Background: an optimization exercise with open tools, aiming at small area, a short achievable clock period and few clock cycles per item. Do not read the settings as production practice. The RTL was checked by simulation tests, not by an equivalence proof against the original design.

==> flow/design.v <==
package dehaze_pkg;
    localparam int CH_W  = 8;
    localparam int Q_W   = 16;
    localparam int WIN_N = 9;
    localparam int T_MIN = 6554;
    localparam int RATIO_CLAMP = 65535 - T_MIN;
endpackage
`timescale 1ns/1ns
module csa #(
    parameter int W = 12
) (
    input  logic [W-1:0] a,
    input  logic [W-1:0] b,
    input  logic [W-1:0] c,
    output logic [W-1:0] s,
    output logic [W-1:0] cy
);
    logic [W-1:0] maj;
    assign s   = a ^ b ^ c;
    assign maj = (a & b) | (a & c) | (b & c);
    assign cy  = {maj[W-2:0], 1'b0};
endmodule
module sum9_cs (
    input  logic [71:0] x,
    output logic [11:0] ps,
    output logic [11:0] pc
);
    logic [8:0][11:0] v;
    logic [11:0] a0, a1, b0, b1, c0, c1;
    logic [11:0] d0, d1, e0, e1;
    logic [11:0] f0, f1;
    for (genvar k = 0; k < 9; k++) begin : g_ext
        assign v[k] = {4'd0, x[8*k +: 8]};
    end
    csa u_a (.a(v[0]), .b(v[1]), .c(v[2]), .s(a0), .cy(a1));
    csa u_b (.a(v[3]), .b(v[4]), .c(v[5]), .s(b0), .cy(b1));
    csa u_c (.a(v[6]), .b(v[7]), .c(v[8]), .s(c0), .cy(c1));
    csa u_d (.a(a0), .b(a1), .c(b0), .s(d0), .cy(d1));
    csa u_e (.a(b1), .b(c0), .c(c1), .s(e0), .cy(e1));
    csa u_f (.a(d0), .b(d1), .c(e0), .s(f0), .cy(f1));
    csa u_g (.a(f0), .b(f1), .c(e1), .s(ps), .cy(pc));
endmodule
module mean9 (
    input  logic [11:0] ps,
    input  logic [11:0] pc,
    output logic [7:0]  mean
);
    logic [11:0] sum;
    logic [17:0] scaled;
    assign sum    = ps + pc;
    assign scaled = {sum, 6'd0} - {3'd0, sum, 3'd0} + {6'd0, sum};
    assign mean   = scaled[16:9];
endmodule
module dark_select (
    input  logic [7:0]  m_r,
    input  logic [7:0]  m_g,
    input  logic [7:0]  m_b,
    input  logic [15:0] i_r,
    input  logic [15:0] i_g,
    input  logic [15:0] i_b,
    output logic [7:0]  m_sel,
    output logic [15:0] i_sel
);
    logic rg, rb, gb;
    assign rg = m_r <= m_g;
    assign rb = m_r <= m_b;
    assign gb = m_g <= m_b;
    always_comb begin
        if (rg && rb) begin
            m_sel = m_r;
            i_sel = i_r;
        end else if (gb) begin
            m_sel = m_g;
            i_sel = i_g;
        end else begin
            m_sel = m_b;
            i_sel = i_b;
        end
    end
endmodule
module trans_calc (
    input  logic [7:0]  m,
    input  logic [15:0] s,
    output logic [15:0] t
);
    logic [23:0] prod;
    assign prod = m * s;
    assign t = (prod >= 24'(dehaze_pkg::RATIO_CLAMP)) ? 16'(dehaze_pkg::T_MIN) : ~prod[15:0];
endmodule
`timescale 1ns/1ns
module record_fifo #(
    parameter int W = 24
) (
    input  logic         clk,
    input  logic         rst,
    input  logic         in_valid,
    output logic         in_ready,
    input  logic [W-1:0] in_data,
    output logic         out_valid,
    input  logic         out_ready,
    output logic [W-1:0] out_data
);
    logic         skid_valid;
    logic [W-1:0] skid_data;
    logic         pop;
    assign in_ready = !skid_valid;
    assign pop      = out_valid && out_ready;
    always_ff @(posedge clk) begin
        if (rst) begin
            out_valid  <= 1'b0;
            skid_valid <= 1'b0;
        end else begin
            if (pop) begin
                out_valid  <= skid_valid || in_valid;
                skid_valid <= 1'b0;
            end else if (!out_valid) begin
                out_valid  <= in_valid;
            end else if (in_valid && !skid_valid) begin
                skid_valid <= 1'b1;
            end
        end
    end
    always_ff @(posedge clk) begin
        if (pop || !out_valid) begin
            out_data <= skid_valid ? skid_data : in_data;
        end
        if (!skid_valid && out_valid && !pop) begin
            skid_data <= in_data;
        end
    end
endmodule
`timescale 1ns/1ns
module recip_norm (
    input  logic [15:0] t,
    output logic [15:0] tn,
    output logic [1:0]  k
);
    always_comb begin
        if (t[15]) begin
            k  = 2'd0;
            tn = t;
        end else if (t[14]) begin
            k  = 2'd1;
            tn = {t[14:0], 1'b0};
        end else if (t[13]) begin
            k  = 2'd2;
            tn = {t[13:0], 2'b0};
        end else begin
            k  = 2'd3;
            tn = {t[12:0], 3'b0};
        end
    end
endmodule
module recip_seed (
    input  logic [15:0] tn,
    input  logic [1:0]  k,
    output logic [11:0] rs
);
    logic [19:0] c0;
    logic [6:0]  c1;
    logic [19:0] q;
    always_comb begin
        case (tn[14:10])
            5'd0: begin c0 = 20'd524297; c1 = 7'd124; end
            5'd1: begin c0 = 20'd508415; c1 = 7'd117; end
            5'd2: begin c0 = 20'd493466; c1 = 7'd110; end
            5'd3: begin c0 = 20'd479372; c1 = 7'd104; end
            5'd4: begin c0 = 20'd466061; c1 = 7'd98; end
            5'd5: begin c0 = 20'd453468; c1 = 7'd93; end
            5'd6: begin c0 = 20'd441539; c1 = 7'd88; end
            5'd7: begin c0 = 20'd430221; c1 = 7'd84; end
            5'd8: begin c0 = 20'd419469; c1 = 7'd80; end
            5'd9: begin c0 = 20'd409241; c1 = 7'd76; end
            5'd10: begin c0 = 20'd399500; c1 = 7'd73; end
            5'd11: begin c0 = 20'd390212; c1 = 7'd69; end
            5'd12: begin c0 = 20'd381346; c1 = 7'd66; end
            5'd13: begin c0 = 20'd372875; c1 = 7'd63; end
            5'd14: begin c0 = 20'd364771; c1 = 7'd61; end
            5'd15: begin c0 = 20'd357012; c1 = 7'd58; end
            5'd16: begin c0 = 20'd349577; c1 = 7'd56; end
            5'd17: begin c0 = 20'd342445; c1 = 7'd53; end
            5'd18: begin c0 = 20'd335598; c1 = 7'd51; end
            5'd19: begin c0 = 20'd329020; c1 = 7'd49; end
            5'd20: begin c0 = 20'd322694; c1 = 7'd48; end
            5'd21: begin c0 = 20'd316607; c1 = 7'd46; end
            5'd22: begin c0 = 20'd310746; c1 = 7'd44; end
            5'd23: begin c0 = 20'd305098; c1 = 7'd43; end
            5'd24: begin c0 = 20'd299651; c1 = 7'd41; end
            5'd25: begin c0 = 20'd294396; c1 = 7'd40; end
            5'd26: begin c0 = 20'd289322; c1 = 7'd38; end
            5'd27: begin c0 = 20'd284420; c1 = 7'd37; end
            5'd28: begin c0 = 20'd279681; c1 = 7'd36; end
            5'd29: begin c0 = 20'd275097; c1 = 7'd35; end
            5'd30: begin c0 = 20'd270662; c1 = 7'd34; end
            5'd31: begin c0 = 20'd266367; c1 = 7'd33; end
            default: begin c0 = 20'd0; c1 = 7'd0; end
        endcase
    end
    assign q = c0 - 20'(c1 * tn[9:3]);
    always_comb begin
        case (k)
            2'd0:    rs = 12'(q >> 10);
            2'd1:    rs = 12'(q >> 9);
            2'd2:    rs = 12'(q >> 8);
            default: rs = 12'(q >> 7);
        endcase
    end
endmodule
module recip_fix (
    input  logic [11:0] rs,
    input  logic [15:0] t,
    output logic [11:0] r
);
    logic [16:0] m;
    logic        over;
    assign m    = 17'(rs) * 17'(t);
    assign over = !m[16] && (|m[15:0]);
    assign r    = over ? rs - 12'd1 : rs;
endmodule
module recover_mul (
    input  logic [7:0]  d,
    input  logic [11:0] r,
    output logic [11:0] p
);
    logic [19:0] prod;
    assign prod = d * r;
    assign p    = prod[19:8];
endmodule
module recover_ch (
    input  logic [7:0]  a,
    input  logic [11:0] p,
    input  logic        below,
    output logic [7:0]  y
);
    logic [7:0] mag;
    logic [8:0] sum;
    assign mag = (|p[11:8]) ? 8'hff : p[7:0];
    assign sum = {1'b0, a} + {1'b0, mag ^ {8{below}}} + {8'd0, below};
    always_comb begin
        if (below) y = sum[8] ? sum[7:0] : 8'h00;
        else       y = sum[8] ? 8'hff : sum[7:0];
    end
endmodule
`timescale 1ns/1ns
module dehaze_top (
    input  logic         clk,
    input  logic         rst,
    input  logic         in_valid,
    output logic         in_ready,
    input  logic [215:0] window,
    input  logic [23:0]  atm,
    input  logic [47:0]  atm_inv,
    output logic         out_valid,
    input  logic         out_ready,
    output logic [23:0]  out_pixel
);
    logic adv;
    logic [71:0] chan_r, chan_g, chan_b;
    logic [11:0] ps_r, pc_r, ps_g, pc_g, ps_b, pc_b;
    for (genvar k = 0; k < 9; k++) begin : g_chan
        assign chan_r[8*k +: 8] = window[24*k + 16 +: 8];
        assign chan_g[8*k +: 8] = window[24*k + 8 +: 8];
        assign chan_b[8*k +: 8] = window[24*k +: 8];
    end
    sum9_cs u_sr (.x(chan_r), .ps(ps_r), .pc(pc_r));
    sum9_cs u_sg (.x(chan_g), .ps(ps_g), .pc(pc_g));
    sum9_cs u_sb (.x(chan_b), .ps(ps_b), .pc(pc_b));
    logic [47:0] sinv_c;
    for (genvar c = 0; c < 3; c++) begin : g_sinv
        assign sinv_c[16*c +: 16] = atm_inv[16*c +: 16] - {4'd0, atm_inv[16*c+4 +: 12]};
    end
    logic        v1;
    logic [11:0] s1_ps_r, s1_pc_r, s1_ps_g, s1_pc_g, s1_ps_b, s1_pc_b;
    logic [47:0] s1_sinv;
    logic [23:0] s1_ctr;
    logic [23:0] s1_atm;
    logic [7:0]  mean_r, mean_g, mean_b;
    logic [7:0]  m_sel;
    logic [15:0] i_sel;
    mean9 u_mr (.ps(s1_ps_r), .pc(s1_pc_r), .mean(mean_r));
    mean9 u_mg (.ps(s1_ps_g), .pc(s1_pc_g), .mean(mean_g));
    mean9 u_mb (.ps(s1_ps_b), .pc(s1_pc_b), .mean(mean_b));
    dark_select u_sel (
        .m_r(mean_r), .m_g(mean_g), .m_b(mean_b),
        .i_r(s1_sinv[15:0]), .i_g(s1_sinv[31:16]), .i_b(s1_sinv[47:32]),
        .m_sel(m_sel), .i_sel(i_sel)
    );
    logic        v2;
    logic [7:0]  s2_m;
    logic [15:0] s2_i;
    logic [23:0] s2_ctr;
    logic [23:0] s2_atm;
    logic [15:0] trans;
    trans_calc u_tc (.m(s2_m), .s(s2_i), .t(trans));
    logic        v3;
    logic [15:0] s3_t;
    logic [23:0] s3_ctr;
    logic [23:0] s3_atm;
    logic [15:0] tn;
    logic [1:0]  tk;
    logic [11:0] rseed;
    logic [23:0] cdist;
    logic [2:0]  below;
    recip_norm u_nm (.t(s3_t), .tn(tn), .k(tk));
    recip_seed u_rs (.tn(tn), .k(tk), .rs(rseed));
    for (genvar c = 0; c < 3; c++) begin : g_dist
        assign below[c]       = s3_ctr[8*c +: 8] < s3_atm[8*c +: 8];
        assign cdist[8*c +: 8] = below[c] ? s3_atm[8*c +: 8] - s3_ctr[8*c +: 8]
                                          : s3_ctr[8*c +: 8] - s3_atm[8*c +: 8];
    end
    logic        v4;
    logic [15:0] s4_t;
    logic [11:0] s4_rs;
    logic [23:0] s4_d;
    logic [2:0]  s4_below;
    logic [23:0] s4_atm;
    logic [11:0] recip;
    recip_fix u_rf (.rs(s4_rs), .t(s4_t), .r(recip));
    logic        v5;
    logic [11:0] s5_r;
    logic [23:0] s5_d;
    logic [2:0]  s5_below;
    logic [23:0] s5_atm;
    logic [35:0] offp;
    for (genvar c = 0; c < 3; c++) begin : g_mag
        recover_mul u_mg (.d(s5_d[8*c +: 8]), .r(s5_r), .p(offp[12*c +: 12]));
    end
    logic        v6;
    logic [35:0] s6_p;
    logic [2:0]  s6_below;
    logic [23:0] s6_atm;
    logic [23:0] rec_pix;
    for (genvar c = 0; c < 3; c++) begin : g_rec
        recover_ch u_rc (
            .a(s6_atm[8*c +: 8]), .p(s6_p[12*c +: 12]), .below(s6_below[c]),
            .y(rec_pix[8*c +: 8])
        );
    end
    record_fifo #(.W(24)) u_out (
        .clk       (clk),
        .rst       (rst),
        .in_valid  (v6 && adv),
        .in_ready  (adv),
        .in_data   (rec_pix),
        .out_valid (out_valid),
        .out_ready (out_ready),
        .out_data  (out_pixel)
    );
    assign in_ready = adv;
    always_ff @(posedge clk) begin
        if (rst) begin
            v1 <= 1'b0;
            v2 <= 1'b0;
            v3 <= 1'b0;
            v4 <= 1'b0;
            v5 <= 1'b0;
            v6 <= 1'b0;
        end else if (adv) begin
            v1 <= in_valid;
            v2 <= v1;
            v3 <= v2;
            v4 <= v3;
            v5 <= v4;
            v6 <= v5;
        end
    end
    always_ff @(posedge clk) begin
        if (adv) begin
            s1_ps_r  <= ps_r;
            s1_pc_r  <= pc_r;
            s1_ps_g  <= ps_g;
            s1_pc_g  <= pc_g;
            s1_ps_b  <= ps_b;
            s1_pc_b  <= pc_b;
            s1_sinv  <= sinv_c;
            s1_ctr   <= window[24*4 +: 24];
            s1_atm   <= atm;
            s2_m     <= m_sel;
            s2_i     <= i_sel;
            s2_ctr   <= s1_ctr;
            s2_atm   <= s1_atm;
            s3_t     <= trans;
            s3_ctr   <= s2_ctr;
            s3_atm   <= s2_atm;
            s4_t     <= s3_t;
            s4_rs    <= rseed;
            s4_d     <= cdist;
            s4_below <= below;
            s4_atm   <= s3_atm;
            s5_r     <= recip;
            s5_d     <= s4_d;
            s5_below <= s4_below;
            s5_atm   <= s4_atm;
            s6_p     <= offp;
            s6_below <= s5_below;
            s6_atm   <= s5_atm;
        end
    end
endmodule
==> flow/run.sh <==
#!/bin/bash
# synth_recipe.tcl (not shown) runs the flow's synth.tcl, then flattens the netlist and writes it again
# the make line also repeats each setting of config.mk as NAME=value (left out here)
make -C /OpenROAD-flow-scripts/flow DESIGN_CONFIG=/design/flow/config.mk WORK_HOME=/design/flow/orfs CLKGATE_MAP_FILE= SYNTH_SCRIPT=/design/flow/synth_recipe.tcl finish
==> flow/config.mk <==
export PLATFORM = sky130hd
export DESIGN_NAME = dehaze_top
export DESIGN_NICKNAME = dehaze_top
export VERILOG_FILES = /design/flow/design.v
export SDC_FILE = /design/flow/constraint.sdc
export NUM_CORES = 4
export LEC_CHECK = 0
export CAP_MARGIN = 20
export CORE_MARGIN = 2
export CORE_UTILIZATION = 40
export SLEW_MARGIN = 20
==> flow/constraint.sdc <==
create_clock -name core_clock -period 10.0 [get_ports {clk}]
set_input_delay 2.0000 -clock core_clock [delete_from_list [all_inputs] [get_ports {clk}]]
set_output_delay 2.0000 -clock core_clock [all_outputs]
set_load 0.01 [all_outputs]
==> results of run 1 <==
-- cells in the final DEF (no fill, tap or decap), types with 11 or more instances in the layout --
master and n:
a211oi_1 22, a21boi_0 30, a21o_1 66, a21oi_1 162
a31oi_1 21, and2_1 240, and3_1 11, buf_4 40
clkbuf_16 68, clkdlybuf4s50_1 317, clkinv_1 12, clkinv_2 12
edfxtp_1 542, fa_1 566, ha_1 481, inv_1 819
maj3_1 23, mux2_2 21, mux2i_1 45, nand2_1 503
nand2b_1 33, nand3_1 37, nand4_1 14, nor2_1 251
nor2b_1 43, nor3_1 60, o211ai_1 16, o21a_1 56
o21ai_0 129, o21bai_1 24, o31a_1 11, or2_2 20
or3_1 11, xnor2_1 156, xor2_1 69
-- worst paths after layout --
path	slack, ps	end	from
max	1000	s4_rs[10]$_DFFE_PN_	s3_t[14]$_SDFFCE_PP0N_
min	400	s3_ctr[17]$_DFFE_PN_	s2_ctr[17]$_DFFE_PN_
max reg2reg	1000	s4_rs[10]$_DFFE_PN_	s3_t[14]$_SDFFCE_PP0N_
min reg2reg	400	s3_ctr[17]$_DFFE_PN_	s2_ctr[17]$_DFFE_PN_
-- kinds of logic after synthesis --
family | Yosys count
xor gates and xnor gates | 225
buffers and inverters | 962
adders and majority gates | 1070
and+or+nand+nor | 1258
DFF | 550
AOI/OAI and AO/OA | 642
muxes | 67
-- stage by stage --
stage                     hold slack, ps  area, um2
after floorplan                      400      50500
after global placement               400      55500
after detailed placement             405      55500
after CTS                            404      57800
after global routing                 408      57800
final                                403      57800
-- metal layers --
metal,up-vias,global-route usage,wire (um)
met5,-,0,0
met4,0,0.0484,2670
met3,134,0.0218,3650
met2,554,0.311,55500
met1,16600,0.241,51500
li1,16200,-,-
-- sequential cells by signal, summed over array words and instances, names as in the netlist, 16 cells and up --
name	cells
s4_d	24
s3_atm	24
s1_atm	24
s3_t	16
u_out.skid_data	24
u_out.out_data	24
s6_atm	24
s4_t	16
s2_atm	24
s2_ctr	24
s5_d	24
s4_atm	24
s3_ctr	24
s1_sinv	48
s2_i	16
s1_ctr	24
s5_atm	24
s6_p	36
-- final cells by class --
class,count,area (um2),area share
clock buffers,74,1720,0.0298
well taps,1650,2060,0.0357
inverters,822,3090,0.0535
flip-flops and latches,550,16400,0.284
repair buffers,357,3470,0.0601
clock inverters,47,549,0.00951
multi-input cells,3262,30400,0.527
diodes,2,5.00,0.0000866
==> results.txt, run 1 <==
simple-gate portion of the synthesized area=0.117; number of flops mapped to enable cells by yosys=542; largest net degree at the start of global routing=78; clk buf depth=3; vias in the first global route=35600; # DRC=0; routed wire length=113000 um; Starting Density=0.403; Port Buffer Count=317; TritonCTS buffer count=68; Final Net Count=6400; antenna-violating nets left=0; DIE WIDTH=359 um; Post-CTS Setup Inserts=0; Worst Path Buf+Inv=4; CP arrival=9380 ps; Mapped Cells=4774; routed len/inst=16.8 um; Worst setup SP type=flip-flop; largest family of logic cells by synthesized area=adder cells; H-tree depth=3; Slew Limit Fails=0; Seq/Total Area, Yosys=0.325; placed insts=6641; syn_nets=6113; cell area after synthesis=50500 um2; synthesized flop and latch total=550; post_cts resized=0; drt first pass iters=7; global route total overflow=0; fin crit share=0.900; Hold Path Depth=0; # fillers=11600; count leader, synth=inv_1; max cap viols=0; Compound-Gate Fraction of Synth Area=0.0841; # setup viols final=0; Post-CTS Hold Buffers=0; ys async rst share=0; Die Height=359 um; post-layout util=0.461; worst-skew pair later-pin latency=650 ps; Worst Path Required=10380 ps; die area=129000 um2; CTS tree=yes; Top delay family on crit path=adder cells; mean post-synth cell area=10.6 um2; Final Hold Viols=0; max frequency=111 MHz; row count=130; CP Class=reg -> reg; Root Buffer=clkbuf_16; slowest CP cell=edfxtp_1; via count=33500; synthesis-to-layout area growth=14.4%; fraction of synthesized area in multiplexers=0.0139; Worst Setup End Kind=flip-flop; RSZ-0062 raised after global routing=no; status=complete, no violations; Main synth FF type=edfxtp_1; global-route usage over all layers=0.181; Final min period=9000 ps; Yosys warning count=6; pin slew with the least headroom to its limit=1100 ps; Final GP Congestion=0.877; Iteration-0 DRC Markers=1572; Yosys top cell area share=0.322; DR vias/cell=4.95; initial antenna violation count=3; post-synthesis adder-cell area fraction=0.348; first-pass GRT wire length=188000 um; num ports=318; Fin Setup TNS=0 ps; Clock Skew=36.2 ps; number of cells on the critical path=33; synth cell count leaders=inv_1, fa_1, edfxtp_1, nand2_1, ha_1; crit path max fanout=23; Post-Synth XOR/XNOR Area=0.0390; Synth area leaders=edfxtp_1, fa_1, ha_1; final std cells w/o fill=6764; Hold WC Path Type=reg -> reg; hpwl dp=90500 um; fraction of layout cells with a size suffix above 1=0.0423; CP max stage delay=770 ps; post-synth cell types=90; Placeable Area=125000 um2; Clock Sinks=550; Register-to-Register Path Depth=33; dominant cell type by area after synthesis=edfxtp_1; Place WS=1130 ps; Clock transition at path regs=60 ps; setup ws final=1000 ps; cell mode on critical path=fa_1; Rel. slew slack=0.267
Testbench counts, summed over its fixed seeds: cycles 2,456, items 2,400.
==> inputs of run 2 (changes only) <==
--- a/flow/design.v
+++ b/flow/design.v
@@ -132,5 +132,4 @@
 `timescale 1ns/1ns
-module recip_norm (
+module recip_lz (
     input  logic [15:0] t,
-    output logic [15:0] tn,
     output logic [1:0]  k
@@ -138,15 +137,20 @@
     always_comb begin
-        if (t[15]) begin
-            k  = 2'd0;
-            tn = t;
-        end else if (t[14]) begin
-            k  = 2'd1;
-            tn = {t[14:0], 1'b0};
-        end else if (t[13]) begin
-            k  = 2'd2;
-            tn = {t[13:0], 2'b0};
-        end else begin
-            k  = 2'd3;
-            tn = {t[12:0], 3'b0};
-        end
+        if (t[15])      k = 2'd0;
+        else if (t[14]) k = 2'd1;
+        else if (t[13]) k = 2'd2;
+        else            k = 2'd3;
+    end
+endmodule
+module recip_norm (
+    input  logic [15:0] t,
+    input  logic [1:0]  k,
+    output logic [15:0] tn
+);
+    always_comb begin
+        case (k)
+            2'd0:    tn = t;
+            2'd1:    tn = {t[14:0], 1'b0};
+            2'd2:    tn = {t[13:0], 2'b0};
+            default: tn = {t[12:0], 3'b0};
+        endcase
     end
@@ -155,4 +159,3 @@
     input  logic [15:0] tn,
-    input  logic [1:0]  k,
-    output logic [11:0] rs
+    output logic [12:0] qh
 );
@@ -198,9 +201,16 @@
     end
-    assign q = c0 - 20'(c1 * tn[9:3]);
+    assign q  = c0 - 20'(c1 * tn[9:3]);
+    assign qh = q[19:7];
+endmodule
+module recip_shift (
+    input  logic [12:0] qh,
+    input  logic [1:0]  k,
+    output logic [11:0] rs
+);
     always_comb begin
         case (k)
-            2'd0:    rs = 12'(q >> 10);
-            2'd1:    rs = 12'(q >> 9);
-            2'd2:    rs = 12'(q >> 8);
-            default: rs = 12'(q >> 7);
+            2'd0:    rs = 12'(qh >> 3);
+            2'd1:    rs = 12'(qh >> 2);
+            2'd2:    rs = 12'(qh >> 1);
+            default: rs = 12'(qh);
         endcase
@@ -211,9 +221,7 @@
     input  logic [15:0] t,
-    output logic [11:0] r
+    output logic        over
 );
     logic [16:0] m;
-    logic        over;
     assign m    = 17'(rs) * 17'(t);
     assign over = !m[16] && (|m[15:0]);
-    assign r    = over ? rs - 12'd1 : rs;
 endmodule
@@ -221,3 +229,4 @@
     input  logic [7:0]  d,
-    input  logic [11:0] r,
+    input  logic [11:0] rs,
+    input  logic        over,
     output logic [11:0] p
@@ -225,3 +234,3 @@
     logic [19:0] prod;
-    assign prod = d * r;
+    assign prod = 20'(d) * 20'(rs) - (over ? 20'(d) : 20'd0);
     assign p    = prod[19:8];
@@ -293,5 +302,8 @@
     logic [15:0] trans;
+    logic [1:0]  tk;
     trans_calc u_tc (.m(s2_m), .s(s2_i), .t(trans));
+    recip_lz   u_lz (.t(trans), .k(tk));
     logic        v3;
     logic [15:0] s3_t;
+    logic [1:0]  s3_k;
     logic [23:0] s3_ctr;
@@ -299,8 +311,7 @@
     logic [15:0] tn;
-    logic [1:0]  tk;
-    logic [11:0] rseed;
+    logic [12:0] qh;
     logic [23:0] cdist;
     logic [2:0]  below;
-    recip_norm u_nm (.t(s3_t), .tn(tn), .k(tk));
-    recip_seed u_rs (.tn(tn), .k(tk), .rs(rseed));
+    recip_norm u_nm (.t(s3_t), .k(s3_k), .tn(tn));
+    recip_seed u_rs (.tn(tn), .qh(qh));
     for (genvar c = 0; c < 3; c++) begin : g_dist
@@ -312,3 +323,4 @@
     logic [15:0] s4_t;
-    logic [11:0] s4_rs;
+    logic [1:0]  s4_k;
+    logic [12:0] s4_qh;
     logic [23:0] s4_d;
@@ -316,6 +328,9 @@
     logic [23:0] s4_atm;
-    logic [11:0] recip;
-    recip_fix u_rf (.rs(s4_rs), .t(s4_t), .r(recip));
+    logic [11:0] rseed;
+    logic        over;
+    recip_shift u_sh (.qh(s4_qh), .k(s4_k), .rs(rseed));
+    recip_fix   u_rf (.rs(rseed), .t(s4_t), .over(over));
     logic        v5;
-    logic [11:0] s5_r;
+    logic [11:0] s5_rs;
+    logic        s5_over;
     logic [23:0] s5_d;
@@ -325,3 +340,3 @@
     for (genvar c = 0; c < 3; c++) begin : g_mag
-        recover_mul u_mg (.d(s5_d[8*c +: 8]), .r(s5_r), .p(offp[12*c +: 12]));
+        recover_mul u_mg (.d(s5_d[8*c +: 8]), .rs(s5_rs), .over(s5_over), .p(offp[12*c +: 12]));
     end
@@ -382,2 +397,3 @@
             s3_t     <= trans;
+            s3_k     <= tk;
             s3_ctr   <= s2_ctr;
@@ -385,3 +401,4 @@
             s4_t     <= s3_t;
-            s4_rs    <= rseed;
+            s4_k     <= s3_k;
+            s4_qh    <= qh;
             s4_d     <= cdist;
@@ -389,3 +406,4 @@
             s4_atm   <= s3_atm;
-            s5_r     <= recip;
+            s5_rs    <= rseed;
+            s5_over  <= over;
             s5_d     <= s4_d;
--- a/flow/config.mk
+++ b/flow/config.mk
@@ -7,2 +7,3 @@
 export LEC_CHECK = 0
+export ABC_AREA = 1
 export CAP_MARGIN = 20
@@ -10,2 +11,3 @@
 export CORE_UTILIZATION = 40
+export SETUP_SLACK_MARGIN = 3.5
 export SLEW_MARGIN = 20
==> run 2 against run 1 <==
  * Still clean
  * Critical path depth increased by 5
  * Maximum frequency increased by 35%
  * Count of clock-buffer cells in the layout grew 9
  * Critical path type unchanged
==> results.txt, run 2 <==
Reg with most FFs=s1_sinv; CP max stage delay=510 ps (-260 ps); clk buf depth=3 (unchanged); Place WS=2170 ps (+1040 ps); syn_nets=7038 (+15%); Worst Path Required=10400 ps (+20 ps); via count=37600 (+12%); Hold WC Path Type=reg -> reg; Final Hold Viols=0 (unchanged); CTS tree=yes; cell mode on critical path=nand2_1; setup ws final=3330 ps (+2320 ps); # setup viols final=0 (unchanged); Port Buffer Count=317 (unchanged); slowest CP cell=fa_1; synth cell count leaders=nand2_1, inv_1, fa_1, edfxtp_1, ha_1; drt first pass iters=8 (+1); hpwl dp=94700 um (+4.7%); GR Util met3=0.0220 (+0.000134); first-pass GRT wire length=196000 um (+4.3%); final std cells w/o fill=7804 (+15%); placed insts=7601 (+14%); max frequency=150 MHz (+35%); Seq/Total Area, Yosys=0.315 (-0.0101); DIE WIDTH=367 um (+2.1%); commonest non-fill, non-tap cell in the layout=nand2_1; CP Class=reg -> reg; met1 Usage GRT=0.231 (-0.00993); cell area after synthesis=52700 um2 (+4.3%); fraction of layout cells with a size suffix above 1=0.0610 (+0.0188); synthesis-to-layout area growth=16.1%; TritonCTS buffer count=69 (+1.5%); Synth area leaders=edfxtp_1, fa_1, ha_1; Final Net Count=7380 (+15%); routed len/inst=15.4 um (-8.3%); Yosys top cell area share=0.312 (-0.00995); largest registers=s1_sinv x48, s6_p x36; Slew Limit Fails=0 (unchanged); Finished Cell Area=61200 um2 (+5.8%); DR vias/cell=4.82 (-2.7%); synthesized flop and latch total=556 (+1.1%); largest net degree at the start of global routing=176 (+130%); most frequent cells in the layout=nand2_1, inv_1, fa_1, edfxtp_1, ha_1; initial antenna violation count=3 (unchanged); Worst setup SP type=flip-flop; mean post-synth cell area=9.33 um2 (-12%); global-route usage over all layers=0.180 (-0.00114); Clock transition at path regs=60 ps (about the same); vias in the first global route=38800 (+9.0%); ys async rst share=0 (unchanged); Worst Path Buf+Inv=7 (+3); max cap viols=0 (unchanged); count leader, synth=nand2_1; Main synth FF type=edfxtp_1; Die Height=367 um (+2.1%); CP arrival=7070 ps (-2310 ps); Starting Density=0.402 (-0.000904); Fin Setup TNS=0 ps (unchanged); Rel. slew slack=0.289 (+0.0216); worst-skew pair later-pin latency=650 ps (about the same); Clock Skew=37.4 ps (+1.13 ps); antenna-violating nets left=0 (unchanged); Fin Hold WS=410 ps (+6.84 ps); status=complete, no violations; Final min period=6670 ps (-2320 ps); Yosys warning count=8 (+2); met2 Track Usage GR=0.316 (+0.00477); routed wire length=120000 um (+5.8%); RSZ-0062 raised after global routing=yes; Iteration-0 DRC Markers=2036 (+30%); Worst Setup End Kind=flip-flop; max reg flops=48 (unchanged); Clock Sinks=556 (+1.1%); H-tree depth=3 (unchanged); pin slew with the least headroom to its limit=1070 ps (-31.3 ps); number of flops mapped to enable cells by yosys=548 (+1.1%); Top delay family on crit path=adder cells; post-synth cell types=65 (-28%); row count=133 (+2.3%); Mapped Cells=5646 (+18%); global route total overflow=0 (unchanged); die area=135000 um2 (+4.3%); dominant cell type by area after synthesis=edfxtp_1; # DRC=0 (unchanged); DP Area=57700 um2 (+4.0%); Root Buffer=clkbuf_16; num ports=318 (unchanged); Placeable Area=131000 um2 (+4.6%); gr busiest metal=met2; crit path max fanout=7 (-70%); fin crit share=0.667 (-0.232); Final GP Congestion=0.924 (+5.5%)
-- run 2: routing by layer --
layer | routed length [um] | up-vias
met4 | 2960 | 4
met2 | 59900 | 676
met3 | 4810 | 164
met1 | 52200 | 18300
met5 | 27 | -
li1 | - | 18500
-- run 2: timing repair --
item / in CTS / in global routing
resized for setup: 71 / 79
pin swaps: 40 / 53
gates cloned: 3 / 2
hold buffers: 0 / 0
endpoints found under the setup margin: 35 / 36
buffers inserted: 46 / 20
-- run 2: layout make-up --
type	count	area (um2)
repair inverters	1	7.51
well taps	1755	2200
diodes	4	10.0
repair buffers	405	3870
multi-input cells	3748	31600
flip-flops and latches	556	16600
clock inverters	45	504
clock buffers	83	1800
fillers	12500	70000
inverters	1207	4570
-- run 2: logic make-up (layout without fill, tap and decap cells) --
group / Yosys count / in the layout / share of synthesized area
AO/OA/AOI/OAI: 569 / 569 / 0.0614
buffers and inverters: 1346 / 1741 / 0.0970
multiplexers: 6 / 6 / 0.00114
flip-flops: 556 / 556 / 0.315
adder cells (fa/ha/maj): 1100 / 1100 / 0.345
other: 0 / 4 / 0
AND/OR/NAND/NOR: 1855 / 1859 / 0.145
XOR/XNOR: 214 / 214 / 0.0356
-- run 2: metrics by stage --
stage / utilization
final: 0.466
after CTS: 0.463
after detailed placement: 0.440
after global placement: 0.440
after global routing: 0.466
after floorplan: -
-- run 2: final timing paths --
kind,startpoint,end,slack (ps),depth (start not counted)
setup / recovery,s3_k[0]$_SDFFCE_PP0N_,s4_qh[11]$_DFFE_PN_,3330,38
hold / removal,s1_ctr[16]$_DFFE_PN_,s2_ctr[16]$_DFFE_PN_,410,0
hold reg to reg,s1_ctr[16]$_DFFE_PN_,s2_ctr[16]$_DFFE_PN_,410,0
setup reg to reg,s3_k[0]$_SDFFCE_PP0N_,s4_qh[11]$_DFFE_PN_,3330,38
Testbench counts of run 2, summed over its fixed seeds: cycles 2,456, items 2,400.
==> inputs of run 3 (changes only) <==
--- a/flow/design.v
+++ b/flow/design.v
@@ -43,9 +43,6 @@
 module mean9 (
-    input  logic [11:0] ps,
-    input  logic [11:0] pc,
+    input  logic [11:0] sum,
     output logic [7:0]  mean
 );
-    logic [11:0] sum;
     logic [17:0] scaled;
-    assign sum    = ps + pc;
     assign scaled = {sum, 6'd0} - {3'd0, sum, 3'd0} + {6'd0, sum};
@@ -102,20 +99,8 @@
 );
-    logic         skid_valid;
-    logic [W-1:0] skid_data;
-    logic         pop;
-    assign in_ready = !skid_valid;
-    assign pop      = out_valid && out_ready;
+    assign in_ready = !out_valid || out_ready;
     always_ff @(posedge clk) begin
         if (rst) begin
-            out_valid  <= 1'b0;
-            skid_valid <= 1'b0;
-        end else begin
-            if (pop) begin
-                out_valid  <= skid_valid || in_valid;
-                skid_valid <= 1'b0;
-            end else if (!out_valid) begin
-                out_valid  <= in_valid;
-            end else if (in_valid && !skid_valid) begin
-                skid_valid <= 1'b1;
-            end
+            out_valid <= 1'b0;
+        end else if (in_ready) begin
+            out_valid <= in_valid;
         end
@@ -123,7 +108,4 @@
     always_ff @(posedge clk) begin
-        if (pop || !out_valid) begin
-            out_data <= skid_valid ? skid_data : in_data;
-        end
-        if (!skid_valid && out_valid && !pop) begin
-            skid_data <= in_data;
+        if (in_ready) begin
+            out_data <= in_data;
         end
@@ -201,3 +183,3 @@
     end
-    assign q  = c0 - 20'(c1 * tn[9:3]);
+    assign q  = c0 - {13'd0, c1} * {13'd0, tn[9:3]};
     assign qh = q[19:7];
@@ -220,3 +202,3 @@
     input  logic [11:0] rs,
-    input  logic [15:0] t,
+    input  logic [15:0] tn,
     output logic        over
@@ -224,3 +206,3 @@
     logic [16:0] m;
-    assign m    = 17'(rs) * 17'(t);
+    assign m    = {5'd0, rs} * {1'd0, tn};
     assign over = !m[16] && (|m[15:0]);
@@ -268,2 +250,3 @@
     logic [11:0] ps_r, pc_r, ps_g, pc_g, ps_b, pc_b;
+    logic [11:0] sum_r, sum_g, sum_b;
     for (genvar k = 0; k < 9; k++) begin : g_chan
@@ -280,4 +263,7 @@
     end
+    assign sum_r = ps_r + pc_r;
+    assign sum_g = ps_g + pc_g;
+    assign sum_b = ps_b + pc_b;
     logic        v1;
-    logic [11:0] s1_ps_r, s1_pc_r, s1_ps_g, s1_pc_g, s1_ps_b, s1_pc_b;
+    logic [11:0] s1_sum_r, s1_sum_g, s1_sum_b;
     logic [47:0] s1_sinv;
@@ -288,5 +274,5 @@
     logic [15:0] i_sel;
-    mean9 u_mr (.ps(s1_ps_r), .pc(s1_pc_r), .mean(mean_r));
-    mean9 u_mg (.ps(s1_ps_g), .pc(s1_pc_g), .mean(mean_g));
-    mean9 u_mb (.ps(s1_ps_b), .pc(s1_pc_b), .mean(mean_b));
+    mean9 u_mr (.sum(s1_sum_r), .mean(mean_r));
+    mean9 u_mg (.sum(s1_sum_g), .mean(mean_g));
+    mean9 u_mb (.sum(s1_sum_b), .mean(mean_b));
     dark_select u_sel (
@@ -303,6 +289,8 @@
     logic [1:0]  tk;
+    logic [15:0] tn;
     trans_calc u_tc (.m(s2_m), .s(s2_i), .t(trans));
     recip_lz   u_lz (.t(trans), .k(tk));
+    recip_norm u_nm (.t(trans), .k(tk), .tn(tn));
     logic        v3;
-    logic [15:0] s3_t;
+    logic [15:0] s3_tn;
     logic [1:0]  s3_k;
@@ -310,3 +298,2 @@
     logic [23:0] s3_atm;
-    logic [15:0] tn;
     logic [12:0] qh;
@@ -314,4 +301,3 @@
     logic [2:0]  below;
-    recip_norm u_nm (.t(s3_t), .k(s3_k), .tn(tn));
-    recip_seed u_rs (.tn(tn), .qh(qh));
+    recip_seed u_rs (.tn(s3_tn), .qh(qh));
     for (genvar c = 0; c < 3; c++) begin : g_dist
@@ -322,3 +308,3 @@
     logic        v4;
-    logic [15:0] s4_t;
+    logic [15:0] s4_tn;
     logic [1:0]  s4_k;
@@ -331,3 +317,3 @@
     recip_shift u_sh (.qh(s4_qh), .k(s4_k), .rs(rseed));
-    recip_fix   u_rf (.rs(rseed), .t(s4_t), .over(over));
+    recip_fix   u_rf (.rs(rseed), .tn(s4_tn), .over(over));
     logic        v5;
@@ -356,3 +342,3 @@
         .rst       (rst),
-        .in_valid  (v6 && adv),
+        .in_valid  (v6),
         .in_ready  (adv),
@@ -383,8 +369,5 @@
         if (adv) begin
-            s1_ps_r  <= ps_r;
-            s1_pc_r  <= pc_r;
-            s1_ps_g  <= ps_g;
-            s1_pc_g  <= pc_g;
-            s1_ps_b  <= ps_b;
-            s1_pc_b  <= pc_b;
+            s1_sum_r <= sum_r;
+            s1_sum_g <= sum_g;
+            s1_sum_b <= sum_b;
             s1_sinv  <= sinv_c;
@@ -396,3 +379,3 @@
             s2_atm   <= s1_atm;
-            s3_t     <= trans;
+            s3_tn    <= tn;
             s3_k     <= tk;
@@ -400,3 +383,3 @@
             s3_atm   <= s2_atm;
-            s4_t     <= s3_t;
+            s4_tn    <= s3_tn;
             s4_k     <= s3_k;
--- a/flow/config.mk
+++ b/flow/config.mk
@@ -11,3 +11,3 @@
 export CORE_UTILIZATION = 40
-export SETUP_SLACK_MARGIN = 3.5
+export SETUP_SLACK_MARGIN = 4.5
 export SLEW_MARGIN = 20
==> run 3 against run 2 <==
  * Routed wire length fell by 2.5%
  * Clock skew fell by 14 ps
  * Worst hold slack got worse by 3.2 ps
==> results.txt, run 3 <==
status=complete, no violations; Final Hold Viols=0 (unchanged); fraction of synthesized area in multiplexers=0.00177 (+0.000635); simple-gate portion of the synthesized area=0.122 (-0.0231); Die Height=360 um (-1.8%); mean post-synth cell area=9.40 um2 (+0.73%); synthesized flop and latch total=537 (-3.4%); Worst Setup End Kind=flip-flop; worst-skew pair later-pin latency=650 ps (about the same); Hold WC Path Type=reg -> reg; GR Util met3=0.0274 (+0.00543); drt first pass iters=6 (-2); # setup viols final=0 (unchanged); post-synthesis adder-cell area fraction=0.356 (+0.0116); Top delay family on crit path=adder cells; DIE WIDTH=360 um (-1.8%); Seq/Total Area, Yosys=0.311 (-0.00440); number of flops mapped to enable cells by yosys=503 (-8.2%); Fin Hold WS=406 ps (-3.19 ps); Fin Setup TNS=0 ps (unchanged); Synth area leaders=edfxtp_1, fa_1, ha_1; met1 Usage GRT=0.228 (-0.00340); Worst Path Required=10520 ps (+120 ps); global route total overflow=0 (unchanged); dominant cell type by area after synthesis=edfxtp_1; Yosys warning count=8 (unchanged); Main synth FF type=edfxtp_1; initial antenna violation count=5 (+2); Yosys top cell area share=0.298 (-0.0148); Post-CTS Hold Buffers=0 (unchanged); CP Class=reg -> reg; Clock transition at path regs=60 ps (about the same); Clock Sinks=537 (-3.4%); via count=36500 (-2.8%); routed len/inst=15.3 um (-0.28%); gr busiest metal=met2; post-synth cell types=56 (-14%); largest family of logic cells by synthesized area=adder cells; count leader, synth=inv_1; Rel. slew slack=0.305 (+0.0162); cell mode on critical path=nand2_1; Register-to-Register Path Depth=36 (-5.3%); Clock Skew=23.3 ps (-14.0 ps); max cap viols=0 (unchanged); most frequent cells in the layout=inv_1, nand2_1, fa_1, edfxtp_1, ha_1; synthesis-to-layout area growth=22.2%; Post-Synth XOR/XNOR Area=0.0411 (+0.00549); Slew Limit Fails=0 (unchanged); antenna-violating nets left=0 (unchanged); DR vias/cell=4.79 (-0.59%); Worst Path Buf+Inv=6 (-1); Starting Density=0.404 (+0.00193); CP max stage delay=580 ps (+70 ps); first-pass GRT wire length=190000 um (-3.3%); Final Net Count=7311 (-0.93%); num ports=318 (unchanged); routed wire length=117000 um (-2.5%); largest net degree at the start of global routing=86 (-51%); crit path max fanout=7 (unchanged); TritonCTS buffer count=67 (-2.9%); CTS tree=yes; Final min period=6130 ps (-544 ps); Placeable Area=126000 um2 (-4.1%); max frequency=163 MHz (+8.9%); row count=130 (-2.3%); placed insts=7268 (-4.4%); fraction of layout cells with a size suffix above 1=0.136 (+0.0747); Iteration-0 DRC Markers=2236 (+9.8%); slowest CP cell=fa_1; final std cells w/o fill=7631 (-2.2%); largest registers=s1_sinv x48, s6_p x36; Final GP Congestion=0.882 (-4.6%); commonest non-fill, non-tap cell in the layout=inv_1; # DRC=0 (unchanged); hpwl dp=88300 um (-6.8%); vias in the first global route=37800 (-2.5%); number of cells on the critical path=36 (-5.3%); Worst setup SP type=flip-flop; synth cell count leaders=inv_1, nand2_1, fa_1, ha_1, edfxtp_1; cell area after synthesis=50800 um2 (-3.7%); Reg with most FFs=s1_sinv; H-tree depth=3 (unchanged); ys async rst share=0 (unchanged); Port Buffer Count=317 (unchanged); Hold Path Depth=0 (unchanged); max reg flops=48 (unchanged); CP arrival=6640 ps (-430 ps); met2 Track Usage GR=0.316 (about the same); clk buf depth=3 (unchanged); RSZ-0062 raised after global routing=yes; Compound-Gate Fraction of Synth Area=0.0595 (-0.00193); fin crit share=0.613 (-0.0544); die area=130000 um2 (-3.6%); Mapped Cells=5400 (-4.4%); syn_nets=6786 (-3.6%); pin slew with the least headroom to its limit=1040 ps (-24.3 ps); Root Buffer=clkbuf_16; global-route usage over all layers=0.180 (+0.000239)
run 3: final timing paths:
path | startpoint | to | slack (ps)
worst max-delay path | s2_m[3]$_DFFE_PN_ | u_rs.c0[6]$_DFF_P_ | 3870
worst min-delay path | s1_ctr[2]$_DFFE_PN_ | s2_ctr[2]$_DFFE_PN_ | 410
worst max register to register | s2_m[3]$_DFFE_PN_ | u_rs.c0[6]$_DFF_P_ | 3870
worst min register to register | s1_ctr[2]$_DFFE_PN_ | s2_ctr[2]$_DFFE_PN_ | 410
run 3: what timing repair did:
| action | CTS | global route |
|---|---|---|
| resized for setup | 242 | 380 |
| hold endpoints to repair | 0 | 0 |
| cloned | 11 | 4 |
| pin swaps | 104 | 218 |
| setup endpoints to repair | 86 | 95 |
| setup buffers | 145 | 78 |
run 3: area by class of cell:
| cell class | count | area [um2] |
|---|---|---|
| timing repair inverter | 4 | 36.3 |
| fill | 11400 | 63700 |
| multi-input combinational | 3419 | 31300 |
| clock buffer | 74 | 1710 |
| sequential | 537 | 15800 |
| timing repair buffer | 566 | 5520 |
| antenna | 1 | 2.50 |
| clock inverter | 50 | 513 |
| tap | 1650 | 2060 |
| inverter | 1330 | 5070 |
run 3: worst register-to-register path: cells and delay by family, from the launching register on:
| family | cells | cell delay, ps |
|---|---|---|
| and+or+nand+nor | 24 | 2220 |
| buffers and inverters | 6 | 630 |
| DFF | 1 | 460 |
| adders and majority gates | 6 | 2690 |
run 3: per-layer routing:
| layer | wire, um | vias up |
|---|---|---|
| met4 | 3010 | 4 |
| met3 | 5630 | 206 |
| met1 | 50200 | 17700 |
| li1 | - | 17800 |
| met5 | 28 | - |
| met2 | 58000 | 867 |
run 3: cells by family after synthesis:
logic type,Yosys count
compound gates,537
xor+xnor,238
fa+ha+maj,1094
buf+inv,1453
flops,537
mux,9
other cells,1
simple gates,1531
run 3: metrics by stage:
step	instance area (um2)	setup WS [ps]	util
2_1_floorplan	51200	4410	-
3_3_place_gp	56000	3080	0.445
3_5_place_dp	56000	2940	0.445
4_1_cts	60200	4090	0.479
5_1_grt	62000	3610	0.493
6_report	62000	3870	0.493
Testbench counts of run 3, summed over its fixed seeds: cycles 2,456, items 2,400.
==> inputs of run 4 (changes only) <==
--- a/flow/config.mk
+++ b/flow/config.mk
@@ -10,3 +10,3 @@
 export CORE_MARGIN = 2
-export CORE_UTILIZATION = 40
+export CORE_UTILIZATION = 55
 export SETUP_SLACK_MARGIN = 4.5
==> run 4 against run 3 <==
  * Routed wire length is 1.1% lower
  * Cell count shrank 5.6%
  * Clock skew about the same
  * Still clean
  * Synthesized cell count unchanged
  * Critical endpoint is now u_rs.c1[0]$_DFF_P_
  * Utilization grew 18 points
  * First-iteration DRC count up 8.4%
  * Maximum frequency rose by 1.7%
  * Worst setup slack better by 100 ps
  * Count of clock-buffer cells in the layout decreased by 8
==> results.txt, run 4 <==
H-tree depth=2 (-1); num ports=318 (unchanged); CP max stage delay=540 ps (-40 ps); clk buf depth=3 (unchanged); Final Net Count=7350 (+0.53%); fin crit share=0.603 (-0.0102); post-layout util=0.676 (+0.183); fraction of layout cells with a size suffix above 1=0.150 (+0.0138); simple-gate portion of the synthesized area=0.122 (unchanged); slowest CP cell=fa_1; # DRC=0 (unchanged); vias in the first global route=37900 (+0.090%); cell mode on critical path=nand2_1; # setup viols final=0 (unchanged); worst-skew pair later-pin latency=680 ps (+30 ps); first-pass GRT wire length=186000 um (-2.1%); Yosys top cell area share=0.298 (unchanged); RSZ-0062 raised after global routing=yes; Yosys warning count=8 (unchanged); routed wire length=116000 um (-1.1%); Port Buffer Count=317 (unchanged); max frequency=166 MHz (+1.7%); CP arrival=6590 ps (-50 ps); Compound-Gate Fraction of Synth Area=0.0595 (unchanged); ys async rst share=0 (unchanged); mean post-synth cell area=9.40 um2 (unchanged); count leader, synth=inv_1; crit path max fanout=10 (+3); Post-Synth XOR/XNOR Area=0.0411 (unchanged); Starting Density=0.555 (+0.151); row count=111 (-15%); Clock transition at path regs=70 ps (about the same); Final Hold Viols=0 (unchanged); drt first pass iters=6 (unchanged); Worst Path Required=10560 ps (+40 ps); commonest non-fill, non-tap cell in the layout=inv_1; via count=37200 (+1.7%); Synth area leaders=edfxtp_1, fa_1, ha_1; synth cell count leaders=inv_1, nand2_1, fa_1, ha_1, edfxtp_1; antenna-violating nets left=0 (unchanged); largest net degree at the start of global routing=189 (+120%); Final min period=6030 ps (-102 ps); TritonCTS buffer count=60 (-10%); syn_nets=6786 (unchanged); Root Buffer=clkbuf_16; status=complete, no violations; Main synth FF type=edfxtp_1; DIE WIDTH=308 um (-15%); die area=94700 um2 (-27%); Clock Skew=23.7 ps (+0.357 ps); Post-CTS Hold Buffers=0 (unchanged); CTS tree=yes; initial antenna violation count=10 (+5); largest family of logic cells by synthesized area=adder cells; Clock Sinks=537 (unchanged); cell area after synthesis=50800 um2 (unchanged); global route total overflow=0 (unchanged); max reg flops=48 (unchanged); Hold WC Path Type=reg -> reg; fraction of synthesized area in multiplexers=0.00177 (unchanged); Rel. slew slack=0.312 (+0.00765); Reg with most FFs=s1_sinv; DR vias/cell=5.16 (+7.8%); pin slew with the least headroom to its limit=1030 ps (-11.5 ps); max cap viols=0 (unchanged); Final GP Congestion=0.924 (+4.7%); Worst Setup End Kind=flip-flop; CP Class=reg -> reg; Fin Setup TNS=0 ps (unchanged); global-route usage over all layers=0.246 (+0.0656); largest registers=s1_sinv x48, s6_p x36; Mapped Cells=5400 (unchanged); most frequent cells in the layout=inv_1, nand2_1, fa_1, edfxtp_1, ha_1; Placeable Area=91500 um2 (-27%); dominant cell type by area after synthesis=edfxtp_1; Slew Limit Fails=0 (unchanged); Seq/Total Area, Yosys=0.311 (unchanged); Die Height=308 um (-15%); synthesized flop and latch total=537 (unchanged); synthesis-to-layout area growth=22.0%; hpwl dp=85800 um (-2.8%); routed len/inst=16.1 um (+4.8%); Worst setup SP type=flip-flop; post-synth cell types=56 (unchanged); Iteration-0 DRC Markers=2424 (+8.4%); number of flops mapped to enable cells by yosys=503 (unchanged); post-synthesis adder-cell area fraction=0.356 (unchanged)
run 4: metal layers:
layer / vias up / track usage / wire length, um
li1: 17900 / - / -
met1: 18000 / 0.310 / 47300
met2: 1059 / 0.436 / 58200
met3: 271 / 0.0345 / 6360
met4: 2 / 0.0766 / 3880
met5: - / 0 / 12
run 4: cell families after synthesis:
family	count (synthesis)
compound gates	537
xor+xnor	238
fa+ha+maj	1094
buf+inv	1453
flops	537
mux	9
other cells	1
simple gates	1531
run 4: layout make-up:
| cell class | instances | area (um2) |
|---|---|---|
| Timing Repair Buffer | 612 | 5960 |
| Clock buffer | 66 | 1520 |
| Fill cell | 7271 | 29600 |
| Sequential cell | 537 | 15800 |
| Timing Repair inverter | 5 | 52.6 |
| Multi-Input combinational cell | 3418 | 31500 |
| Tap cell | 1186 | 1480 |
| Clock inverter | 48 | 549 |
| Inverter | 1330 | 5080 |
| Antenna cell | 1 | 2.50 |
run 4: what timing repair did:
| action | in CTS | in global routing |
|---|---|---|
| setup buffers | 195 | 82 |
| gates resized for setup | 315 | 344 |
| endpoints found under the setup margin | 90 | 92 |
| pin swaps | 173 | 219 |
| gates cloned | 10 | 4 |
run 4: worst paths after layout:
kind / start / to / slack [ps] / depth (start not counted)
min reg2reg: s4_atm[5]$_DFFE_PN_ / s5_atm[5]$_DFFE_PN_ / 400 / 0
min: s4_atm[5]$_DFFE_PN_ / s5_atm[5]$_DFFE_PN_ / 400 / 0
max: s2_m[3]$_DFFE_PN_ / u_rs.c1[0]$_DFF_P_ / 3970 / 36
max reg2reg: s2_m[3]$_DFFE_PN_ / u_rs.c1[0]$_DFF_P_ / 3970 / 36
run 4: critical path: cells and delay by family, from the launching register on:
kind	cells	cell delay (ps)
buf+inv	10	1030
fa+ha+maj	5	2220
flops	1	460
simple gates	19	1850
compound gates	2	360
run 4: metrics by stage:
| stage | worst slack (ps) | cell area (um2) | hold slack, ps | instances |
|---|---|---|---|---|
| 6_report | 3970 | 61900 | 402 | 7203 |
| 5_1_grt | 3750 | 61900 | 404 | 7203 |
| 4_1_cts | 4010 | 60300 | 405 | 7116 |
| 3_5_place_dp | 3000 | 55400 | 405 | 6797 |
| 3_3_place_gp | 3110 | 55400 | 400 | 6797 |
| 2_1_floorplan | 4410 | 51200 | 400 | 5400 |
==> inputs of run 5 (changes only) <==
--- a/flow/config.mk
+++ b/flow/config.mk
@@ -11,3 +11,3 @@
 export CORE_UTILIZATION = 55
-export SETUP_SLACK_MARGIN = 4.5
+export SETUP_SLACK_MARGIN = 4.0
 export SLEW_MARGIN = 20
==> run 5 against run 4 <==
  * Still clean
  * Count of clock-buffer cells in the layout increased by 6
  * Synthesized cell count unchanged
  * Critical endpoint unchanged
==> results.txt, run 5 <==
status=complete, no violations; Worst setup SP type=flip-flop; Clock transition at path regs=60 ps (about the same); worst r2r src=s2_m[4]$_DFFE_PN_; # fillers=7578 (+4.2%); routed wire length=113000 um (-2.2%); global route total overflow=0 (unchanged); Mapped Cells=5400 (unchanged); ys async rst share=0 (unchanged); Final Net Count=7224 (-1.7%); crit path max fanout=6 (-4); post-synth cell types=56 (unchanged); Die Height=308 um (unchanged); fin crit share=0.622 (+0.0196); most frequent cells in the layout=inv_1, nand2_1, fa_1, edfxtp_1, ha_1; dominant cell type by area after synthesis=edfxtp_1; DIE WIDTH=308 um (unchanged); clk buf depth=3 (unchanged); routed len/inst=16.0 um (-0.48%); synth cell count leaders=inv_1, nand2_1, fa_1, ha_1, edfxtp_1; Worst Setup End Kind=flip-flop; Iteration-0 DRC Markers=2157 (-11%); final std cells w/o fill=7078 (-1.7%); commonest non-fill, non-tap cell in the layout=inv_1; Fin Setup TNS=0 ps (unchanged); global-route usage over all layers=0.240 (-0.00540); crit path capture=u_rs.c1[0]$_DFF_P_; slowest CP cell=fa_1; Final Hold Viols=0 (unchanged); RSZ-0062 raised after global routing=yes; CP Class=reg -> reg; Starting Density=0.555 (unchanged); Placeable Area=91500 um2 (unchanged); Yosys warning count=8 (unchanged); reg-to-reg critical path endpoint=u_rs.c1[0]$_DFF_P_; simple-gate portion of the synthesized area=0.122 (unchanged); max reg flops=48 (unchanged); synthesized flop and latch total=537 (unchanged); Rel. slew slack=0.271 (-0.0415); largest registers=s1_sinv x48, s6_p x36; # setup viols final=0 (unchanged); CP arrival=6830 ps (+240 ps); setup slack, reg-to-reg=3780 ps (-200 ps); Hold WC Path Type=reg -> reg; cell area after synthesis=50800 um2 (unchanged); drt first pass iters=8 (+2); max frequency=161 MHz (-3.1%); syn_nets=6786 (unchanged); initial antenna violation count=3 (-7); Final min period=6220 ps (+196 ps); worst-skew pair later-pin latency=680 ps (about the same); Slew Limit Fails=0 (unchanged); count leader, synth=inv_1; post-synthesis adder-cell area fraction=0.356 (unchanged); Synth area leaders=edfxtp_1, fa_1, ha_1; vias in the first global route=37100 (-2.1%); placed insts=6798 (+0.015%); first-pass GRT wire length=183000 um (-1.8%); cell mode on critical path=nand2_1; fraction of layout cells with a size suffix above 1=0.0990 (-0.0506); Seq/Total Area, Yosys=0.311 (unchanged); DP Area=55100 um2 (-0.56%); fraction of synthesized area in multiplexers=0.00177 (unchanged); H-tree depth=2 (unchanged); # DRC=0 (unchanged); TritonCTS buffer count=61 (+1.7%); Clock Sinks=537 (unchanged); die area=94700 um2 (unchanged); Register-to-Register Path Depth=36 (unchanged); row count=111 (unchanged); Place WS=2830 ps (-171 ps); Main synth FF type=edfxtp_1; Yosys top cell area share=0.298 (unchanged); Port Buffer Count=317 (unchanged); largest family of logic cells by synthesized area=adder cells; CP max stage delay=510 ps (-30 ps); Reg with most FFs=s1_sinv; Clock Skew=28.5 ps (+4.81 ps); DR vias/cell=5.13 (-0.52%); setup ws final=3780 ps (-196 ps); Critical Path Start=s2_m[4]$_DFFE_PN_; Root Buffer=clkbuf_16; Post-Synth XOR/XNOR Area=0.0411 (unchanged); Finished Cell Area=60000 um2 (-3.1%); antenna-violating nets left=0 (unchanged); num ports=318 (unchanged); CTS tree=yes; Worst Path Required=10610 ps (+50 ps); number of flops mapped to enable cells by yosys=503 (unchanged); mean post-synth cell area=9.40 um2 (unchanged); synthesis-to-layout area growth=18.2%; Final GP Congestion=0.893 (-3.3%); hpwl dp=86200 um (+0.39%); max cap viols=0 (unchanged); Compound-Gate Fraction of Synth Area=0.0595 (unchanged); pin slew with the least headroom to its limit=1090 ps (+62.2 ps); via count=36300 (-2.2%); largest net degree at the start of global routing=186 (-1.6%)
run 5: cell counts after synthesis:
Identical to the previous run, type by type.
run 5: worst max-delay path: cells and delay by family, from the launching register on:
family | cells | cell delay [ps]
adders and majority gates | 6 | 2520
and+or+nand+nor | 20 | 2210
AOI/OAI and AO/OA | 1 | 90
DFF | 1 | 420
buffers and inverters | 9 | 910
run 5: how the worst min path moves through the flow:
stage                           endpoint  slack (ps)  cells past startpoint            startpoint
finish                s4_tn[0]$_DFFE_PN_         410                      0    s3_tn[0]$_DFFE_PN_
global route         s4_tn[15]$_DFFE_PN_         400                      0   s3_tn[15]$_DFFE_PN_
CTS                  s5_atm[6]$_DFFE_PN_         400                      0   s4_atm[6]$_DFFE_PN_
detailed placement  s2_atm[20]$_DFFE_PN_         400                      0  s1_atm[20]$_DFFE_PN_
global placement      s5_d[23]$_DFFE_PN_         400                      0    s4_d[23]$_DFFE_PN_
floorplan            s2_atm[0]$_DFFE_PN_         400                      0   s1_atm[0]$_DFFE_PN_
run 5: layer usage:
layer | vias up | wire length [um] | GRT usage
met4 | 0 | 3590 | 0.0703
met5 | - | 0 | 0
met2 | 903 | 56900 | 0.424
li1 | 17600 | - | -
met3 | 237 | 4840 | 0.0249
met1 | 17600 | 47800 | 0.313
run 5: cell type report:
class                      instances  area, um2  share of cell area
multi-input combinational       3418      30900               0.515
tap                             1186       1480              0.0247
sequential                       537      15800               0.263
clock inverter                    43        468             0.00780
inverter                        1330       5090              0.0848
timing repair inverter             2       37.5            0.000626
timing repair buffer             488       4660              0.0777
clock buffer                      72       1580              0.0263
antenna                            2       5.00           0.0000834
run 5: per-stage QoR:
step / hold WS, ps / util
after floorplan: 400 / -
after global placement: 400 / 0.602
after detailed placement: 405 / 0.602
after CTS: 398 / 0.636
after global routing: 403 / 0.655
final: 408 / 0.655
run 5: kinds of logic after synthesis:
kind of cell | after synthesis
other cells | 1
compound gates | 537
mux | 9
xor+xnor | 238
fa+ha+maj | 1094
simple gates | 1531
flops | 537
buf+inv | 1453
run 5: repair_timing:
| action | CTS | global route |
|---|---|---|
| gates resized for setup | 111 | 292 |
| gates cloned | 2 | 8 |
| hold buffers | 0 | 0 |
| buffers inserted | 73 | 80 |
| pin swaps | 25 | 127 |
| endpoints found under the setup margin | 35 | 70 |
==> inputs of run 6 (changes only) <==
--- a/flow/config.mk
+++ b/flow/config.mk
@@ -10,4 +10,4 @@
 export CORE_MARGIN = 2
-export CORE_UTILIZATION = 55
-export SETUP_SLACK_MARGIN = 4.0
+export CORE_UTILIZATION = 40
+export SETUP_SLACK_MARGIN = 5
 export SLEW_MARGIN = 20
==> run 6 against run 5 <==
  * Area after synthesis stayed put
  * Global-route usage is 5.4 points lower
  * Worst setup slack better by 59 ps
  * Still clean on timing, DRC and antenna
  * Count of clock-buffer cells in the layout is 1 lower
  * Synthesized cell count stayed put
  * Via count is 3.5% higher
==> results.txt, run 6 <==
number of cells on the critical path=37 (+2.8%); Place WS=2990 ps (+161 ps); syn_nets=6786 (unchanged); slowest CP cell=fa_1; global route total overflow=0 (unchanged); dominant cell type by area after synthesis=edfxtp_1; Iteration-0 DRC Markers=2225 (+3.2%); Synth area leaders=edfxtp_1, fa_1, ha_1; Fin Setup TNS=0 ps (unchanged); Worst Setup End Kind=flip-flop; synthesized flop and latch total=537 (unchanged); Hold Path Depth=0 (unchanged); Slew Limit Fails=0 (unchanged); status=complete, no violations; synth cell count leaders=inv_1, nand2_1, fa_1, ha_1, edfxtp_1; Final Hold Viols=0 (unchanged); die area=130000 um2 (+37%); Port Buffer Count=317 (unchanged); synthesis-to-layout area growth=25.9%; crit path max fanout=6 (unchanged); DR vias/cell=4.85 (-5.5%); Starting Density=0.404 (-0.151); DP Area=56100 um2 (+1.8%); routed wire length=123000 um (+8.8%); cell area after synthesis=50800 um2 (unchanged); commonest non-fill, non-tap cell in the layout=inv_1; routed len/inst=15.9 um (-0.65%); worst-skew pair later-pin latency=690 ps (about the same); Main synth FF type=edfxtp_1; global-route usage over all layers=0.186 (-0.0537); number of flops mapped to enable cells by yosys=503 (unchanged); row count=130 (+17%); Finished Cell Area=63900 um2 (+6.5%); pin slew with the least headroom to its limit=991 ps (-103 ps); fraction of layout cells with a size suffix above 1=0.196 (+0.0966); max reg flops=48 (unchanged); Fin Hold WS=393 ps (-14.9 ps); via count=37600 (+3.5%); drt first pass iters=6 (-2); Final GP Congestion=0.881 (-1.3%); CTS tree=yes; Final min period=6160 ps (-59.3 ps); largest net degree at the start of global routing=183 (-1.6%); Hold WC Path Type=reg -> reg; Yosys top cell area share=0.298 (unchanged); CP arrival=6740 ps (-90 ps); ys async rst share=0 (unchanged); Mapped Cells=5400 (unchanged); num ports=318 (unchanged); Final Net Count=7430 (+2.9%); Root Buffer=clkbuf_16; Clock transition at path regs=70 ps (about the same); largest registers=s1_sinv x48, s6_p x36; cell mode on critical path=nand2_1; CP Class=reg -> reg; Worst Path Buf+Inv=8 (-1); DIE WIDTH=360 um (+17%); Rel. slew slack=0.339 (+0.0684); Post-CTS Hold Buffers=0 (unchanged); clk buf depth=3 (unchanged); TritonCTS buffer count=61 (unchanged); Placeable Area=126000 um2 (+37%); initial antenna violation count=11 (+8); max cap viols=0 (unchanged); max frequency=162 MHz (+0.96%); hpwl dp=88800 um (+3.1%); H-tree depth=2 (unchanged); # DRC=0 (unchanged); setup ws final=3840 ps (+59.3 ps); count leader, synth=inv_1; fin crit share=0.616 (-0.00593); Clock Sinks=537 (unchanged); antenna-violating nets left=0 (unchanged); Reg with most FFs=s1_sinv; Register-to-Register Path Depth=37 (+2.8%); Worst Path Required=10570 ps (-40 ps); vias in the first global route=38900 (+5.0%); RSZ-0062 raised after global routing=yes; CP max stage delay=540 ps (+30 ps); mean post-synth cell area=9.40 um2 (unchanged); # fillers=11300 (+48%); Seq/Total Area, Yosys=0.311 (unchanged); Worst setup SP type=flip-flop; post-synth cell types=56 (unchanged); first-pass GRT wire length=197000 um (+7.7%); most frequent cells in the layout=inv_1, nand2_1, fa_1, edfxtp_1, ha_1; # setup viols final=0 (unchanged); Top delay family on crit path=adder cells; Clock Skew=59.2 ps (+30.7 ps); Die Height=360 um (+17%); Yosys warning count=8 (unchanged)
-- run 6: cell types whose count changed in the layout (fill, tap and decap cells not counted), moves of 26 or more --
cell             before   now
clkdlybuf4s50_1     316   150
clkdlybuf4s15_1       0    27
buf_6                27    75
inv_1              1289  1164
ha_1                484   458
inv_2                26   139
o21ai_0             126    92
buf_4               136   278
fa_2                  5    50
nand2_1            1054  1018
dlygate4sd2_1         0    61
a21oi_1             236   199
a21oi_2              23    52
fa_1                582   537
-- run 6: worst paths after layout --
kind | start | end | slack (ps)
worst min-delay path | s2_atm[0]$_DFFE_PN_ | s3_atm[0]$_DFFE_PN_ | 390
worst max register to register | s2_m[4]$_DFFE_PN_ | u_rs.c1[2]$_DFF_P_ | 3840
worst max-delay path | s2_m[4]$_DFFE_PN_ | u_rs.c1[2]$_DFF_P_ | 3840
worst min register to register | s2_atm[0]$_DFFE_PN_ | s3_atm[0]$_DFFE_PN_ | 390
-- run 6: timing repair --
item / CTS / global route
gates cloned: 14 / 13
pin swaps: 278 / 301
gates resized for setup: 701 / 494
buffers inserted: 224 / 113
setup endpoints to repair: 321 / 190
-- run 6: metrics by stage --
step / utilization / std cells
floorplan: - / 5400
global placement: 0.446 / 7267
detailed placement: 0.446 / 7267
CTS: 0.489 / 7619
global route: 0.508 / 7748
finish: 0.508 / 7748
-- run 6: kinds of logic after synthesis --
group / synth area share
flops: 0.311
simple gates: 0.122
compound gates: 0.0595
buf+inv: 0.109
fa+ha+maj: 0.356
xor+xnor: 0.0411
other cells: 0.0000739
mux: 0.00177
-- run 6: routing by layer --
layer / vias up / wire, um / GRT usage / share of wire
met5: - / 27 / 0 / 0.00022
met4: 4 / 4110 / 0.0617 / 0.033
met3: 295 / 5740 / 0.0230 / 0.047
met2: 1038 / 61600 / 0.327 / 0.50
met1: 18200 / 51600 / 0.238 / 0.42
li1: 18000 / - / - / -
-- run 6: worst reg2reg max path, delay by kind of cell, from the launching register on --
| kind | cells | cell delay, ps |
|---|---|---|
| DFF | 1 | 500 |
| buffers and inverters | 8 | 700 |
| adders and majority gates | 6 | 2620 |
| and+or+nand+nor | 23 | 2220 |
-- run 6: cell type report --
| cell class | count | area [um2] | area share |
|---|---|---|---|
| Sequential cell | 537 | 15800 | 0.247 |
| Multi-Input combinational cell | 3419 | 32200 | 0.504 |
| Antenna cell | 3 | 7.51 | 0.000117 |
| Clock inverter | 43 | 547 | 0.00856 |
| Tap cell | 1650 | 2060 | 0.0323 |
| Timing Repair inverter | 7 | 68.8 | 0.00108 |
| Timing Repair Buffer | 688 | 6480 | 0.101 |
| Clock buffer | 71 | 1560 | 0.0245 |
| Inverter | 1330 | 5150 | 0.0806 |

[separate check: timing with driven ports]
The flow's constraints put no driver on any port. The routed layouts listed below were extracted and timed again, unchanged, in two steps. Step 1 sets driving cells, clkbuf_16 on the clock port and buf_2 on the other inputs (assumed; they add their load-dependent delay and slew). Step 2 moves the port delays by t, midway between the first and last clock arrival at a register: inputs arrive t later, outputs are due t later. That takes back most of the time a late clock gives input paths. Slacks: ideal / step 1 / step 2; pairs: ideal / step 1.
run	shift t [ns]	slack for setup (ns)	worst setup path at the end	slew at the worst register clock pin (ns)	pins driven straight from the clock port
run 1	0.708	1.002 / 1.002 / 1.002	register to register	0.07 / 0.07	1
run 2	0.707	3.327 / 3.327 / 3.327	register to register	0.07 / 0.07	1
run 3	0.704	3.871 / 3.871 / 3.871	register to register	0.07 / 0.07	1
run 4	0.736	3.973 / 3.973 / 3.877	input to register	0.07 / 0.07	1
run 5	0.730	3.777 / 3.777 / 3.461	input to register	0.07 / 0.07	1
run 6	0.732	3.836 / 3.836 / 3.836	register to register	0.07 / 0.07	1
After both steps setup and hold are still met in every run listed. The setup slack of run 5, which loses most, moves by 0.000 ns with the drivers and by -0.316 ns with both steps.
